What follows belongs to an exercise in optimizing a design on an open flow for small area, a short achievable clock period and few clock cycles; a production flow would make more cautious choices.
Where RTL was checked, it was by simulation tests only, not by an equivalence proof against the original.

JK:
==> module adc_capture_top, before the edit <==
module adc_capture_top (
	input  logic        data_clk_div,
	input  logic        rst_n,
	input  logic [39:0] lanes,
	input  logic [39:0] host_req,
	input  logic        host_req_valid,
	output logic        host_ack,
	output logic [31:0] host_rsp
);
	localparam int DW = 2*16;
	localparam int N  = 64;
	localparam int AW = 6;
	function automatic logic [8-1:0] slip(input logic [8-1:0] b,
			input logic [2:0] n);
		logic [2*8-1:0] dbl;
		dbl = {b, b} >> n;
		slip = dbl[8-1:0];
	endfunction
	adc_pkg::lane_words_t lanes_s;
	host_pkg::host_req_t  req;
	assign lanes_s = lanes;
	assign req     = host_req;
	logic          ack;
	logic          adc_en, cap_en;
	logic [6:0]    cnt;           
	logic          cap_sh;        
	logic          sh;            
	logic [AW-1:0] ptr;           
	logic [AW-1:0] ptr_p1;
	logic          rd_q;          
	logic          st_q;          
	logic [7:0]    st_snap;       
	logic          frame_valid;
	logic [2:0]    bitslip;
	logic [DW-1:0] rsp;
	logic [DW*N-1:0] ring;
	logic is_wr, is_st, is_rd;
	logic cap_active, hit, ready, rise, arm, rd_ok;
	assign is_wr = (req.cmd == 2'd0);
	assign is_st = (req.cmd == 2'd1);
	assign is_rd = (req.cmd == 2'd2);
	assign cap_active = cap_en & ~cnt[6];
	assign ptr_p1 = ptr + 1'b1;
	assign hit    = cap_sh ? (req.addr == '0) :
	                sh     ? (req.addr == ptr_p1) : (req.addr == ptr);
	assign rd_ok  = is_rd & ~cap_active;
	assign ready  = ~is_rd | cap_active | hit;
	assign rise   = host_req_valid & ~ack & ready;
	assign arm    = rise & is_wr & req.wdata[0] & ~cap_en;
	logic [7:0] m;
	always_comb begin
		for (int s = 0; s < 8; s++)
			m[s] = (slip(lanes_s.frame, 3'(s)) == 8'b1111_0000);
	end
	always_ff @(posedge data_clk_div or negedge rst_n) begin
		if (!rst_n) begin
			frame_valid <= 1'b0;
			bitslip <= '0;
		end else begin
			frame_valid <= adc_en & (|m);
			bitslip <= adc_en ? {m[4] | m[5] | m[6] | m[7],
			                     m[2] | m[3] | m[6] | m[7],
			                     m[1] | m[3] | m[5] | m[7]} : 3'd0;
		end
	end
	always_ff @(posedge data_clk_div or negedge rst_n) begin
		if (!rst_n) begin
			ack <= 1'b0;
			adc_en <= 1'b0;
			cap_en <= 1'b0;
			cap_sh <= 1'b0;
			sh <= 1'b0;
			rd_q <= 1'b0;
			ptr <= '0;
		end else begin
			ack <= host_req_valid & (ack | ready);
			if (rise & is_wr) begin
				adc_en <= req.wdata[1];
				cap_en <= req.wdata[0];
			end
			cap_sh <= arm | (cap_en & (cnt < 7'd63));
			sh <= arm | (cap_en & (cnt < 7'd63)) | (ack & ~host_req_valid & rd_q) |
			      (host_req_valid & ~ack & rd_ok & ~hit);
			if (rise) begin
				rd_q <= rd_ok;
			end
			ptr <= cap_sh ? '0 : (sh ? ptr_p1 : ptr);
		end
	end
	always_ff @(posedge data_clk_div) begin
		if (arm)
			cnt <= '0;
		else if (cap_active)
			cnt <= cnt + 7'd1;
	end
	always_ff @(posedge data_clk_div) begin
		if (sh)
			ring <= {ring[DW*(N-1)-1:0],
			         cap_sh ? {slip(lanes_s.ch0_a, bitslip), slip(lanes_s.ch0_b, bitslip),
			                   slip(lanes_s.ch1_a, bitslip), slip(lanes_s.ch1_b, bitslip)}
			                : ring[DW*N-1 -: DW]};
	end
	host_pkg::status_t status;
	always_comb begin
		status.frame_valid = frame_valid;
		status.bitslip_count = bitslip;
		status.cap_state = ~cap_en ? 2'd0 : ((cnt[6] | (&cnt[5:0])) ? 2'd2 : 2'd1);
		status.adc_enable = adc_en;
		status.capture_enable = cap_en;
	end
	always_ff @(posedge data_clk_div) begin
		if (!ack) begin
			st_q <= is_st;
			st_snap <= status;
		end
	end
	always_ff @(posedge data_clk_div) begin
		if (ack)
			rsp <= rd_q ? ring[DW*N-1 -: DW] : st_q ? DW'(st_snap) : '0;
		else
			rsp <= rd_ok ? (sh ? ring[DW*(N-1)-1 -: DW] : ring[DW*N-1 -: DW]) :
			       is_st ? DW'(status) : '0;
	end
	assign host_ack = ack;
	assign host_rsp = rsp;
endmodule
export LEC_CHECK = 0
export CAP_MARGIN = 20
export CORE_MARGIN = 2
export CORE_UTILIZATION = 55
export CTS_CLUSTER_DIAMETER = 100
export CTS_CLUSTER_SIZE = 25
export SETUP_SLACK_MARGIN = 2.0
export SLEW_MARGIN = 20
create_clock -name core_clock -period 4.0 [get_ports {data_clk_div}]
run.sh (not shown) runs the stock make flow with config.mk's settings and CLKGATE_MAP_FILE= SYNTH_SCRIPT=/design/flow/synth_recipe.tcl, a recipe that flattens the netlist after the stock synthesis.
Input changes introduced in MS (baseline for comparison: JK):
--- a/flow/design.v
+++ b/flow/design.v
@@ -73,34 +73,33 @@
 	assign req     = host_req;
 	logic          ack;
 	logic          adc_en, cap_en;
 	logic [6:0]    cnt;           
 	logic          cap_sh;        
 	logic          sh;            
-	logic [AW-1:0] ptr;           
-	logic [AW-1:0] ptr_p1;
+	logic [AW-1:0] pn;            
 	logic          rd_q;          
 	logic          st_q;          
 	logic [7:0]    st_snap;       
 	logic          frame_valid;
 	logic [2:0]    bitslip;
 	logic [DW-1:0] rsp;
 	logic [DW*N-1:0] ring;
 	logic is_wr, is_st, is_rd;
-	logic cap_active, hit, ready, rise, arm, rd_ok;
+	logic cap_active, hit, ready, rise, arm, rd_ok, cap_sh_d, turn;
 	assign is_wr = (req.cmd == 2'd0);
 	assign is_st = (req.cmd == 2'd1);
 	assign is_rd = (req.cmd == 2'd2);
 	assign cap_active = cap_en & ~cnt[6];
-	assign ptr_p1 = ptr + 1'b1;
-	assign hit    = cap_sh ? (req.addr == '0) :
-	                sh     ? (req.addr == ptr_p1) : (req.addr == ptr);
+	assign hit    = (req.addr == pn);
 	assign rd_ok  = is_rd & ~cap_active;
 	assign ready  = ~is_rd | cap_active | hit;
 	assign rise   = host_req_valid & ~ack & ready;
 	assign arm    = rise & is_wr & req.wdata[0] & ~cap_en;
+	assign cap_sh_d = arm | (cap_en & (cnt < 7'd63));
+	assign turn   = (ack & ~host_req_valid & rd_q) | (host_req_valid & ~ack & rd_ok & ~hit);
 	logic [7:0] m;
 	always_comb begin
 		for (int s = 0; s < 8; s++)
 			m[s] = (slip(lanes_s.frame, 3'(s)) == 8'b1111_0000);
 	end
 	always_ff @(posedge data_clk_div or negedge rst_n) begin
@@ -119,26 +118,25 @@
 			ack <= 1'b0;
 			adc_en <= 1'b0;
 			cap_en <= 1'b0;
 			cap_sh <= 1'b0;
 			sh <= 1'b0;
 			rd_q <= 1'b0;
-			ptr <= '0;
+			pn <= '0;
 		end else begin
 			ack <= host_req_valid & (ack | ready);
 			if (rise & is_wr) begin
 				adc_en <= req.wdata[1];
 				cap_en <= req.wdata[0];
 			end
-			cap_sh <= arm | (cap_en & (cnt < 7'd63));
-			sh <= arm | (cap_en & (cnt < 7'd63)) | (ack & ~host_req_valid & rd_q) |
-			      (host_req_valid & ~ack & rd_ok & ~hit);
+			cap_sh <= cap_sh_d;
+			sh <= cap_sh_d | turn;
 			if (rise) begin
 				rd_q <= rd_ok;
 			end
-			ptr <= cap_sh ? '0 : (sh ? ptr_p1 : ptr);
+			pn <= cap_sh_d ? '0 : (turn ? pn + 1'b1 : pn);
 		end
 	end
 	always_ff @(posedge data_clk_div) begin
 		if (arm)
 			cnt <= '0;
 		else if (cap_active)
[summary]
- On time the final worst path needs with I/O delays and setup, MS does better than JK.
- In MS, quantity of gates resized following cts is lower than in JK.
- JK was routed with fewer vias than MS.
- Comparing JK and MS, the higher layout-stage area growth over the synthesis result is on JK.
- Re count of flip-flops with a built-in enable after synthesis: no difference whatsoever between JK and MS.
- When the final numbers for JK and MS were put side by side, the post-placement worst setup slack turned out to be greater in MS.
- Diff JK..MS | die boundary height | negligible
- On smallest hold slack, MS tracks JK almost exactly.
- Summary — number of instances in the synthesized netlist, MS relative to JK: higher, by about 0.6%.
- Relative to JK, wire length of the first global-routing pass decreased by 2.8% in MS.
Testbench counts of MS, summed over its fixed seeds: cycles 9,504.
For JK, only the layout was checked, not whether the RTL still works.

==> re-timing with driven ports <==
How much do the figures lean on ideal ports? The routed layouts below were timed once more, with nothing changed but the port constraints. Step 1: set_driving_cell puts a clkbuf_16 on data_clk_div and a buf_2 on each other input, an assumption about the parent block. Step 2 also shifts input and output timing later by t, the mid clock arrival at the registers, as if the neighbouring blocks saw the same clock. a / b / c = no drivers / after step 1 / after step 2; a / b = the first two.
run | shift t [ns] | setup slack, ns | clock arrival spread, ns | worst register clock-pin slew, ns | cell pins on the clock port's net
JK | 0.744 | 1.897 / 1.898 / 1.191 | 0.028 / 0.028 | 0.10 / 0.10 | 1
MS | 0.752 | 1.935 / 1.864 / 1.346 | 0.043 / 0.043 | 0.11 / 0.11 | 1
After both steps every run listed still meets setup and hold. The setup slack of JK, which loses most, moves by +0.001 ns with the drivers and by -0.706 ns with both steps.
